This design comes from an exercise in tuning for a short achievable clock period and few clock cycles per item on the open sky130 flow, not from production work.
In this exercise RTL edits were held to simulation tests only and were not proved equivalent to the original.
Power and IR drop assume default switching activity.

### run.sh
#!/bin/bash
# synth_recipe.tcl (not shown) runs the flow's synth.tcl, then flattens the netlist and writes it again
# the make line also repeats each setting of config.mk as NAME=value (left out here)
make -C /OpenROAD-flow-scripts/flow DESIGN_CONFIG=/design/flow/config.mk WORK_HOME=/design/flow/orfs CLKGATE_MAP_FILE= SYNTH_SCRIPT=/design/flow/synth_recipe.tcl finish
### config.mk
export PLATFORM = sky130hd
export DESIGN_NAME = instr_stream
export DESIGN_NICKNAME = instr_stream
export VERILOG_FILES = /design/flow/design.v
export SDC_FILE = /design/flow/constraint.sdc
export NUM_CORES = 4
export LEC_CHECK = 0
export CAP_MARGIN = 20
export CORE_MARGIN = 2
export CORE_UTILIZATION = 40
export SLEW_MARGIN = 20
### constraint.sdc
create_clock -name core_clock -period 5.0 [get_ports {t_clk}]
set_input_delay 1.0000 -clock core_clock [delete_from_list [all_inputs] [get_ports {t_clk}]]
set_output_delay 1.0000 -clock core_clock [all_outputs]
set_load 0.01 [all_outputs]
### design.v
`default_nettype none
package instr_stream_pkg;
    localparam int DEF_IWIDTH = 32;
    localparam int DEF_DEPTH  = 64;
    localparam int DEF_LW     = 8;
    typedef enum logic [0:0] {
        ST_IDLE   = 1'b0,
        ST_STREAM = 1'b1
    } state_t;
    function automatic int addr_bits(input int depth);
        addr_bits = (depth > 1) ? $clog2(depth) : 1;
    endfunction
endpackage
`default_nettype wire
`default_nettype none
module instr_mem
#(
    parameter int    IWIDTH    = instr_stream_pkg::DEF_IWIDTH,
    parameter int    DEPTH     = instr_stream_pkg::DEF_DEPTH,
    parameter int    AW        = instr_stream_pkg::addr_bits(DEPTH)
) (
    input  wire logic              t_clk,
    input  wire logic              t_rst,
    input  wire logic              i_wr_en,
    input  wire logic [AW-1:0]     i_wr_addr,
    input  wire logic [IWIDTH-1:0] i_wr_data,
    input  wire logic              i_rd_en,
    input  wire logic [AW-1:0]     i_rd_addr,
    output logic      [IWIDTH-1:0] o_rd_data
);
    logic [IWIDTH-1:0] r_mem [DEPTH];
    always_ff @(posedge t_clk) begin
        if (i_wr_en) r_mem[i_wr_addr] <= i_wr_data;
    end
    always_ff @(posedge t_clk or negedge t_rst) begin
        if (!t_rst)       o_rd_data <= '0;
        else if (i_rd_en) o_rd_data <= r_mem[i_rd_addr];
    end
endmodule
`default_nettype wire
`default_nettype none
module instr_stream
#(
    parameter int    IWIDTH    = instr_stream_pkg::DEF_IWIDTH,
    parameter int    DEPTH     = instr_stream_pkg::DEF_DEPTH,
    parameter int    AW        = instr_stream_pkg::addr_bits(DEPTH),
    parameter int    LW        = instr_stream_pkg::DEF_LW,
    parameter int    WRAP      = 1
) (
    input  wire logic              t_clk,
    input  wire logic              t_rst,
    input  wire logic              t_i_req,
    input  wire logic [AW-1:0]     t_i_base,
    input  wire logic [LW-1:0]     t_i_len,
    input  wire logic              t_i_abort,
    input  wire logic              t_i_ready,
    output logic      [IWIDTH-1:0] t_o_instr,
    output logic                   t_o_valid,
    output logic                   t_o_last,
    output logic                   t_o_busy,
    output logic                   t_o_err,
    input  wire logic              t_i_wr_en,
    input  wire logic [AW-1:0]     t_i_wr_addr,
    input  wire logic [IWIDTH-1:0] t_i_wr_data
);
    localparam logic [AW-1:0] C_LAST_ADDR = AW'(DEPTH - 1);
    instr_stream_pkg::state_t          r_state;
    logic [AW-1:0]   r_addr;
    logic [LW-1:0]   r_rem;
    logic            r_valid;
    logic            r_last;
    logic            r_err;
    logic            w_idle;
    logic            w_xfer;
    logic            w_req_ok;
    logic            w_wr_ok;
    logic            w_err;
    logic            w_rd_en;
    logic [AW-1:0]   w_next_addr;
    logic [AW-1:0]   w_rd_addr;
    function automatic logic f_is_last(input logic [AW-1:0] a, input logic [LW-1:0] r);
        f_is_last = (r == LW'(1)) || ((WRAP == 0) && (a == C_LAST_ADDR));
    endfunction
    assign w_idle      = (r_state == instr_stream_pkg::ST_IDLE);
    assign w_xfer      = r_valid && t_i_ready;
    assign w_req_ok    = (t_i_len != '0) && (32'(t_i_base) < DEPTH);
    assign w_wr_ok     = t_i_wr_en && w_idle && (32'(t_i_wr_addr) < DEPTH);
    assign w_err       = (w_idle && t_i_req && !w_req_ok) || (t_i_wr_en && !w_wr_ok);
    assign w_next_addr = (r_addr == C_LAST_ADDR) ? '0 : r_addr + 1'b1;
    assign w_rd_en   = !w_idle && !t_i_abort && (!r_valid || (w_xfer && !r_last));
    assign w_rd_addr = r_valid ? w_next_addr : r_addr;
    instr_mem #(
        .IWIDTH    (IWIDTH),
        .DEPTH     (DEPTH),
        .AW        (AW)
    ) u_mem (
        .t_clk     (t_clk),
        .t_rst     (t_rst),
        .i_wr_en   (w_wr_ok),
        .i_wr_addr (t_i_wr_addr),
        .i_wr_data (t_i_wr_data),
        .i_rd_en   (w_rd_en),
        .i_rd_addr (w_rd_addr),
        .o_rd_data (t_o_instr)
    );
    always_ff @(posedge t_clk or negedge t_rst) begin
        if (!t_rst) begin
            r_state <= instr_stream_pkg::ST_IDLE;
            r_addr  <= '0;
            r_rem   <= '0;
            r_valid <= 1'b0;
            r_last  <= 1'b0;
            r_err   <= 1'b0;
        end else begin
            r_err <= w_err;
            case (r_state)
                instr_stream_pkg::ST_IDLE: begin
                    if (t_i_req && w_req_ok) begin
                        r_addr  <= t_i_base;
                        r_rem   <= t_i_len;
                        r_state <= instr_stream_pkg::ST_STREAM;
                    end
                end
                instr_stream_pkg::ST_STREAM: begin
                    if (t_i_abort) begin
                        r_state <= instr_stream_pkg::ST_IDLE;
                        r_valid <= 1'b0;
                        r_last  <= 1'b0;
                    end else if (!r_valid) begin
                        r_valid <= 1'b1;
                        r_last  <= f_is_last(r_addr, r_rem);
                    end else if (w_xfer) begin
                        if (r_last) begin
                            r_state <= instr_stream_pkg::ST_IDLE;
                            r_valid <= 1'b0;
                            r_last  <= 1'b0;
                        end else begin
                            r_addr <= w_next_addr;
                            r_rem  <= r_rem - LW'(1);
                            r_last <= f_is_last(w_next_addr, r_rem - LW'(1));
                        end
                    end
                end
                default: r_state <= instr_stream_pkg::ST_IDLE;
            endcase
        end
    end
    assign t_o_valid = r_valid;
    assign t_o_last  = r_last;
    assign t_o_busy  = !w_idle;
    assign t_o_err   = r_err;
endmodule
`default_nettype wire
==> impl_metrics.tcl, run 1 <==
set metrics [dict create \
    combPwrFrac_pct 39.2 \
    ys.warnings.count 2 \
    syn-cell-area_um2 84900 \
    area_growth_syn_to_layout_pct 14.5 \
    synth_edf_count 2048 \
    dr_total_vias 55800 \
    drcViolationCount 0 \
    tns_ns 0 \
    synth_top_area_share_pct 72.4 \
    rows 169 \
    critPathArrivalTime_ns 5.43 \
    grt_setup_unrepaired "no" \
    status "complete, no violations" \
    crit_type "reg2reg" \
    antenna_found_initial 26 \
    post-dp-hpwl_um 157000 \
    synth_area_leaders "edfxtp_1 (72%), nand2_1 (7.3%), nand3_1 (4.1%)" \
    track_usage_pct 25.0 \
    power.switching_mw 22.9 \
    antenna_left 0 \
    finalHoldViolCount 0 \
    die_width_um 465 \
    place.gp.congestion 0.880 \
    syn-num-nets 6391 \
    drv_cap 0 \
    io_buffers 93 \
    crit_start "r_addr[1]" \
    grt_pass1_wl_um 390000 \
    start_util_pct 40.1 \
    syn_inst 6329 \
    routed_wl_um 275000 \
    grt_max_degree 122 \
    relSlewSlack_pct 15.3 \
    startpoint_type "flip-flop" \
    pwr-share-clk_pct 26.2 \
    postCtsSetupBuffers 0 \
    postCtsHoldBufs 0 \
    grt_pass1_vias 52700 \
    cp_max_fo 75 \
    numCtsBuffers 212 \
    p_int_mw 35.2 \
    switching_share_pct 39.4 \
    drt-vias-per-instance 5.90 \
    root_buffer "clkbuf_16" \
    nNetsFinal 6521 \
    cellLeakagePower_nw 32.9 \
    ioPinCount 94 \
    cts_sinks 2098 \
    hold_path_class "in2async" \
    layout_setup_ws_ns 0.261 \
    yosysTopAreaCell "edfxtp_1" \
    clk_pin_slew_worst_paths_ns 0.06 \
    maxSlewViolCount 0 \
    clk-insertion-delay-late_ns 0.88 \
    htreeDepth 4 \
    grt_overflow_total 0 \
    rr_startpoint "r_addr[1]" \
    design.core.area_um2 211000 \
    drive_gt1_share_pct 11.2 \
    cts_tree "built" \
    wire_per_inst_um 29.1 \
    powerDensity_nw_per_um2 599 \
    drtIter0Drc 8047 \
    seqPwrFrac_pct 34.6 \
    ys_seq_elements 2098 \
    finalCriticalPeriod_ns 4.74 \
    clockBufferDepth 3 \
    yosysSeqAreaShare_pct 73.9 \
    syn_area_per_cell_um2 13.4 \
    die-area_um2 216000 \
    fmax_ghz 0.211 \
    ys_types 66 \
    peakVddDrop_uv 785 \
    finalHoldWorstSlack_ns 0.279 \
    worstMarginPinSlew_ns 1.26 \
    worst_setup_path_end_kind "flip-flop" \
    post_cts_resized 0 \
    first_pass_iters 6 \
    fin_skew_ns 0.0376 \
    place_ws_ns 0.476 \
    period_share_pct 94.8 \
    final-setup-viol-count 0 \
    critical_path_required_ns 5.69 \
    die_y_um 465 \
    ys_async_sr_fraction_pct 2.38 \
    ys.flop_type "edfxtp_1" \
]
[critical path, cell delays in order, from the launching register on]
cell and delay [ns]:
dfrtp_1 0.73, ha_1 0.58, nand3_2 0.30, o21ai_4 0.40
buf_12 0.39, buf_4 0.45, nand3_1 0.11, nand3_1 0.10
nand3_1 0.24, nor4_1 1.08, nor3_1 0.14
[power groups by stage]
stage,clock (mW),sequential (mW),combinational [mW]
final,15.3,20.1,22.8
after CTS,15.4,20.1,22.6
after global placement,0,20.5,22.4
after detailed placement,0,20.5,22.5
after global routing,16.1,20.1,24.3
after floorplan,0,20.1,14.0
[kinds of logic (layout without fill, tap and decap cells)]
| group | count (synthesis) | count (layout) | synth area share, % |
|---|---|---|---|
| flip-flops | 2098 | 2098 | 73.9 |
| AO/OA/AOI/OAI | 689 | 689 | 5.36 |
| other | 0 | 3 | 0 |
| multiplexers | 216 | 216 | 3.31 |
| buffers and inverters | 432 | 736 | 2.38 |
| AND/OR/NAND/NOR | 2881 | 2881 | 14.8 |
| XOR/XNOR | 9 | 9 | 0.119 |
| adder cells (fa/ha/maj) | 4 | 4 | 0.0590 |
[routing by layer]
layer	GRT usage, %	up-vias	share of wire [%]
li1	-	23800	-
met4	10.8	10	4.7
met3	4.24	539	9.5
met5	0	-	0.020
met1	34.4	28300	40
met2	39.1	3112	46
[path summary, 6_finish.rpt]
kind | slack, ns | depth (start not counted) | endpoint
hold reg to reg | 0.54 | 2 | r_rem[0]
min in group core_clock | 0.54 | 1 | u_mem.r_mem[20][8]
max in group asynchronous | 3.95 | 1 | r_addr[0]
setup / recovery | 0.26 | 10 | u_mem.o_rd_data[27]
setup reg to reg | 0.26 | 10 | u_mem.o_rd_data[27]
hold / removal | 0.28 | 1 | r_rem[1]
[per-stage QoR]
| step | std cells | instance area [um^2] | utilization (%) | power (mW) |
|---|---|---|---|---|
| CTS | 9454 | 97100 | 45.9 | 58.1 |
| global route | 9454 | 97200 | 45.9 | 60.5 |
| floorplan | 6329 | 84900 | - | 34.2 |
| finish | 9457 | 97200 | 45.9 | 58.2 |
| detailed placement | 9066 | 90500 | 42.8 | 43.0 |
| global placement | 9061 | 90400 | 42.8 | 42.9 |
[synthesized netlist by cell type, types with 3 or more instances]
master and number:
mux4_2 52, a31oi_1 250, xnor2_1 3, inv_1 6
a22o_1 26, nor4_1 29, o21ai_0 25, nand2_1 1650
clkbuf_1 157, nor3_2 3, a21oi_1 209, a2111oi_2 26
and3_1 231, nand3b_1 5, o2111a_1 5, o211ai_1 10
a32oi_1 3, nor3_1 27, nor3b_1 3, buf_1 39
buf_2 200, buf_6 11, nand2b_1 4, dfrtp_1 50
buf_4 18, and4_1 3, nand4_1 30, mux2i_1 163
o22ai_1 33, a211oi_1 4, nand4b_1 6, a32o_1 3
xor2_1 3, ha_1 4, edfxtp_1 2048, a311oi_1 20
nor2_1 186, nor2b_1 4, nand3_1 691, a22oi_1 52
[state kept, by name, summed over array words and instances, names as in the netlist]
| signal | cells |
|---|---|
| u_mem.r_mem | 2048 |
| r_rem | 8 |
| r_state | 1 |
| r_last | 1 |
| r_err | 1 |
| r_valid | 1 |
| r_addr | 6 |
| u_mem.o_rd_data | 32 |
[area by class of cell]
type	count	area [um^2]
multi-input combinational	3799	20900
timing repair buffer	341	3350
tap	2821	3530
clock inverter	117	1080
clock buffer	271	5530
fill	18600	114000
antenna	3	7.51
sequential	2098	62800
inverter	7	26.3
[cells in the final DEF, fill, tap and decap left out, drive strengths merged, types with 5 or more instances in the layout]
cell type,count
edfxtp,2048
nand2,1651
nand3,692
buf,281
clkbuf,271
a31oi,250
and3,231
a21oi,209
nor2,186
mux2i,163
clkinv,93
clkdlybuf4s50,60
mux4,52
a22oi,52
dfrtp,50
o22ai,33
nand4,30
nor3,30
nor4,30
o21ai,29
a2111oi,28
a22o,26
a311oi,22
inv,16
bufinv,12
o211ai,10
nand4b,6
nand3b,5
o2111a,5
xnor2,5
Testbench counts, summed over its fixed seeds: cycles 20,017, beats 14,238.
==> run 2: changes to the inputs <==
==> design.v (replaced) <==
`default_nettype none
package instr_stream_pkg;
    localparam int DEF_IWIDTH = 32;
    localparam int DEF_DEPTH  = 64;
    localparam int DEF_LW     = 8;
    typedef enum logic [0:0] {
        ST_IDLE   = 1'b0,
        ST_STREAM = 1'b1
    } state_t;
    function automatic int addr_bits(input int depth);
        addr_bits = (depth > 1) ? $clog2(depth) : 1;
    endfunction
endpackage
`default_nettype wire
`default_nettype none
module instr_mem
#(
    parameter int    IWIDTH    = instr_stream_pkg::DEF_IWIDTH,
    parameter int    DEPTH     = instr_stream_pkg::DEF_DEPTH,
    parameter int    AW        = instr_stream_pkg::addr_bits(DEPTH)
) (
    input  wire logic              t_clk,
    input  wire logic              i_wr_en,
    input  wire logic [AW-1:0]     i_wr_addr,
    input  wire logic [IWIDTH-1:0] i_wr_data,
    input  wire logic [AW-1:0]     i_rd_addr,
    output logic      [IWIDTH-1:0] o_rd_data
);
    logic [DEPTH-1:0][IWIDTH-1:0] r_mem;
    always_ff @(posedge t_clk) begin
        for (int i = 0; i < DEPTH; i++)
            if (i_wr_en && (i_wr_addr == AW'(i))) r_mem[i] <= i_wr_data;
    end
    always_comb begin
        o_rd_data = '0;
        for (int i = 0; i < DEPTH; i++)
            o_rd_data = o_rd_data | ({IWIDTH{i_rd_addr == AW'(i)}} & r_mem[i]);
    end
endmodule
`default_nettype wire
`default_nettype none
module instr_stream
#(
    parameter int    IWIDTH    = instr_stream_pkg::DEF_IWIDTH,
    parameter int    DEPTH     = instr_stream_pkg::DEF_DEPTH,
    parameter int    AW        = instr_stream_pkg::addr_bits(DEPTH),
    parameter int    LW        = instr_stream_pkg::DEF_LW
) (
    input  wire logic              t_clk,
    input  wire logic              t_rst,
    input  wire logic              t_i_req,
    input  wire logic [AW-1:0]     t_i_base,
    input  wire logic [LW-1:0]     t_i_len,
    input  wire logic              t_i_abort,
    input  wire logic              t_i_ready,
    output logic      [IWIDTH-1:0] t_o_instr,
    output logic                   t_o_valid,
    output logic                   t_o_last,
    output logic                   t_o_busy,
    output logic                   t_o_err,
    input  wire logic              t_i_wr_en,
    input  wire logic [AW-1:0]     t_i_wr_addr,
    input  wire logic [IWIDTH-1:0] t_i_wr_data
);
    logic              r_busy;    
    logic              r_last;    
    logic              r_err;
    logic [LW-1:0]     r_rem;     
    logic [AW-1:0]     r_ptr;     
    logic [IWIDTH-1:0] r_out;
    logic              w_accept;
    logic              w_hit;
    logic [AW-1:0]     w_rd_addr;
    logic [IWIDTH-1:0] w_rd_data;
    assign w_accept  = !r_busy && t_i_req && (t_i_len != '0);
    assign w_hit     = t_i_wr_en && (t_i_wr_addr == t_i_base);
    assign w_rd_addr = r_busy ? r_ptr : t_i_base;
    instr_mem #(
        .IWIDTH    (IWIDTH),
        .DEPTH     (DEPTH),
        .AW        (AW)
    ) u_mem (
        .t_clk     (t_clk),
        .i_wr_en   (t_i_wr_en && !r_busy),
        .i_wr_addr (t_i_wr_addr),
        .i_wr_data (t_i_wr_data),
        .i_rd_addr (w_rd_addr),
        .o_rd_data (w_rd_data)
    );
    always_ff @(posedge t_clk) begin
        if (!r_busy || t_i_ready)
            r_out <= (!r_busy && w_hit) ? t_i_wr_data : w_rd_data;
    end
    always_ff @(posedge t_clk) begin
        if (!r_busy || t_i_ready) begin
            r_ptr <= w_rd_addr + AW'(1);
            r_rem <= (r_busy ? r_rem : t_i_len) - LW'(1);
        end
    end
    always_ff @(posedge t_clk or negedge t_rst) begin
        if (!t_rst) begin
            r_busy <= 1'b0;
            r_last <= 1'b0;
            r_err  <= 1'b0;
        end else begin
            r_err <= (!r_busy && t_i_req && (t_i_len == '0)) || (r_busy && t_i_wr_en);
            if (!r_busy) begin
                r_busy <= w_accept;
                r_last <= (t_i_len == LW'(1));
            end else if (t_i_abort) begin
                r_busy <= 1'b0;
            end else if (t_i_ready) begin
                r_busy <= !r_last;
                r_last <= (r_rem == LW'(1));
            end
        end
    end
    assign t_o_instr = r_out;
    assign t_o_valid = r_busy;
    assign t_o_last  = r_last;
    assign t_o_busy  = r_busy;
    assign t_o_err   = r_err;
endmodule
`default_nettype wire
--- a/config.mk
+++ b/config.mk
@@ -5,7 +5,9 @@
 export SDC_FILE = /design/flow/constraint.sdc
 export NUM_CORES = 4
 export LEC_CHECK = 0
+export ABC_CLOCK_PERIOD_IN_PS = 2300
 export CAP_MARGIN = 20
 export CORE_MARGIN = 2
 export CORE_UTILIZATION = 40
+export SETUP_SLACK_MARGIN = 2.7
 export SLEW_MARGIN = 20
==> run 2 against run 1 <==
Compared with the run above:
- total power fell by 26%
- global-route usage rose by 14 points
- maximum frequency rose by 24%
- critical endpoint is now r_out[13]
- largest cell class unchanged
- largest power group is now sequential cells
- highest routed layer unchanged
==> impl_metrics.tcl, run 2 <==
set metrics [dict create \
    place_ws_ns -0.0860 \
    syn-num-nets 4518 \
    cts_tree "built" \
    nNetsFinal 5441 \
    clk-insertion-delay-late_ns 0.93 \
    hold_path_class "in2async" \
    drtIter0Drc 15100 \
    htreeDepth 4 \
    rows 162 \
    reg_top3 "u_mem.r_mem x2048, r_out x32, r_rem x8" \
    die_width_um 448 \
    r2r-end "r_out[13]" \
    area_growth_syn_to_layout_pct 30.2 \
    grt_setup_unrepaired "yes" \
    maxSlewViolCount 0 \
    rr_worst_depth 10 \
    synth_edf_count 2094 \
    antenna_left 0 \
    slowest_stage "a222oi_1" \
    finalInstanceArea_um2 103000 \
    track_usage_pct 39.1 \
    cts_sinks 2097 \
    final_util_pct 52.5 \
    grt_overflow_total 0 \
    r2r_setup_slack_ns 1.17 \
    critical_path_required_ns 5.63 \
    yosysSeqAreaShare_pct 80.0 \
    post-place-cells 7336 \
    die_y_um 448 \
    root_buffer "clkbuf_16" \
    syn_area_per_cell_um2 17.7 \
    relSlewSlack_pct 13.0 \
    start_util_pct 40.3 \
    rr_startpoint "r_busy" \
    grt_pass1_wl_um 511000 \
    crit_type "reg2reg" \
    fin_skew_ns 0.0644 \
    max_stage_delay_ns 0.88 \
    critPathArrivalTime_ns 4.46 \
    multi_input_area_um2 17200 \
    wire_per_inst_um 50.7 \
    syn_inst 4454 \
    largest_register_ffs 2048 \
    peakVddDrop_uv 531 \
    place_area_um2 87600 \
    synth.most_common_cell "edfxtp_1" \
    grtUsageMet2_pct 52.8 \
    ys_types 81 \
    syn-cell-area_um2 78700 \
    final-setup-viol-count 0 \
    ys.warnings.count 2 \
    drive_gt1_share_pct 30.0 \
    cp_max_fo 24 \
    drcViolationCount 0 \
    worst_setup_path_end_kind "flip-flop" \
    stdcell_count 8217 \
    layout_commonest_cell "edfxtp_1" \
    fmax_ghz 0.261 \
    status "complete, no violations" \
    crit_chain "buf_4 -> buf_12 -> bufbuf_16 -> and3b_1 -> or2_4 -> a22o_1 -> a222oi_1 -> nand3_1 -> a211oi_1 -> a21oi_1" \
    regMostFlops "u_mem.r_mem" \
    power_mw 42.8 \
    synth_common_cells "edfxtp_1 (2094), a22oi_1 (542), a22o_1 (181)" \
    ys.flop_type "edfxtp_1" \
    clk_pin_slew_worst_paths_ns 0.06 \
    place.gp.congestion 0.974 \
    drv_cap 0 \
    globalRouteMet3Util_pct 19.5 \
    layout_setup_ws_ns 1.17 \
    clockBufferDepth 3 \
    ioPinCount 94 \
    post-dp-hpwl_um 212000 \
    finalCriticalPeriod_ns 3.83 \
    first_pass_iters 10 \
    numCtsBuffers 204 \
    io_buffers 93 \
    ys_seq_elements 2097 \
    die-area_um2 200000 \
    cellLeakagePower_nw 33.0 \
    synth_area_leaders "edfxtp_1 (80%), a22oi_1 (5.2%), a22o_1 (2.0%)" \
    ff_latch_area_um2 63000 \
    period_share_pct 76.7 \
    grt_pass1_vias 52600 \
    grtUsageMet1_pct 47.0 \
    finalHoldWorstSlack_ns 0.299 \
    busiest_layer "met2" \
    grt_max_degree 66 \
    design.core.area_um2 195000 \
    nFillCells 15200 \
    dr_total_vias 60800 \
    tns_ns 0 \
    startpoint_type "flip-flop" \
    synth_top_area_share_pct 79.9 \
    powerDensity_nw_per_um2 417 \
    drt-vias-per-instance 7.40 \
    ys_async_sr_fraction_pct 0.143 \
    yosysTopAreaCell "edfxtp_1" \
    antenna_found_initial 47 \
    worstMarginPinSlew_ns 1.29 \
    final_cell_mix "edfxtp_1 (2094), buf_4 (536), a22oi_1 (475)" \
    routed_wl_um 417000 \
    finalHoldViolCount 0 \
]
## run 2: cell count changes after synthesis, sizes merged, moves of 121 or more
cell	delta
a21oi	-121
a22o	+155
a22oi	+493
a31oi	-229
and3	-222
buf	-136
mux2i	-150
nand2	-1540
nand3	-646
o21ai	+137
## run 2: worst max path at each step
stage                      from   endpoint  slack, ns
detailed placement  t_i_base[0]   r_out[3]      -0.09
global placement    t_i_base[0]  r_out[19]      -0.13
finish                   r_busy  r_out[13]       1.17
global route             r_busy  r_out[14]       1.26
floorplan                r_busy  r_out[31]       1.17
CTS                      r_busy  r_out[26]       1.39
## run 2: metal layers
metal	vias up	part of all wire, %
met4	18	11
met3	2169	19
met2	7883	39
met5	-	0.071
li1	20900	-
met1	29900	31
## run 2: where the power goes
group          total (mW)  internal (mW)  switching [mW]
combinational        7.39           2.59            4.79
clock                15.4           8.39            6.96
sequential           20.0           19.7           0.361
## run 2: logic make-up (layout without fill, tap and decap cells)
kind of cell / Yosys count / after routing / synth area share (%)
flip-flops: 2097 / 2097 / 80.0
AO/OA/AOI/OAI: 1395 / 1395 / 13.4
AND/OR/NAND/NOR: 621 / 624 / 4.43
buffers and inverters: 306 / 1391 / 1.70
XOR/XNOR: 16 / 16 / 0.178
multiplexers: 13 / 13 / 0.165
adder cells (fa/ha/maj): 6 / 6 / 0.0954
other: 0 / 51 / 0
## run 2: what timing repair did
action | 4_1_cts | 5_1_grt
resized for setup | 588 | 230
buffers inserted | 278 | 98
cloned | 49 | 34
hold buffers | 0 | 0
endpoints found under the setup margin | 2131 | 1474
pin swaps | 163 | 95
hold endpoints to repair | 0 | 0
## run 2: cell type report
class	count	share of cell area, %
multi-input cells	2054	16.8
clock inverters	106	1.04
flip-flops and latches	2097	61.4
clock buffers	265	5.27
diodes	51	0.125
repair buffers	1007	12.1
inverters	13	0.0476
well taps	2624	3.20
## run 2: critical path: cells and delay by family (launching register included)
kind	cells	cell delay (ns)
AOI/OAI and AO/OA	4	1.62
buffers and inverters	3	0.61
DFF	1	0.54
and+or+nand+nor	3	0.78
Testbench counts of run 2, summed over its fixed seeds: cycles 17,657, beats 14,238.

re-timing with driven ports:
The results above use ideal ports. As a check the final layouts listed here were re-extracted and re-timed, cells and wires unchanged. Step 1 assumes that a clkbuf_16 drives the clock port and a buf_2 every other input. Step 2, shift: input delay + t, output delay - t, t = (earliest + latest rising clock arrival at the registers) / 2. This alone moves slack from input paths to output paths. Slacks: ideal / step 1 / step 2; pairs: ideal / step 1.
| run | t (ns) | slack for setup (ns) | worst hold slack (ns) | slew at the worst register clock pin (ns) | pins driven straight from the clock port |
|---|---|---|---|---|---|
| run 1 | 0.953 | 0.261 / 0.261 / 0.261 | 0.279 / 0.211 / 0.544 | 0.06 / 0.06 | 1 |
| run 2 | 1.000 | 1.165 / 1.165 / 0.314 | 0.299 / 0.215 / 0.642 | 0.08 / 0.08 | 1 |
After both steps setup and hold are still met in every run listed. The setup slack of run 2, which loses most, moves by 0.000 ns with the drivers and by -0.851 ns with both steps.
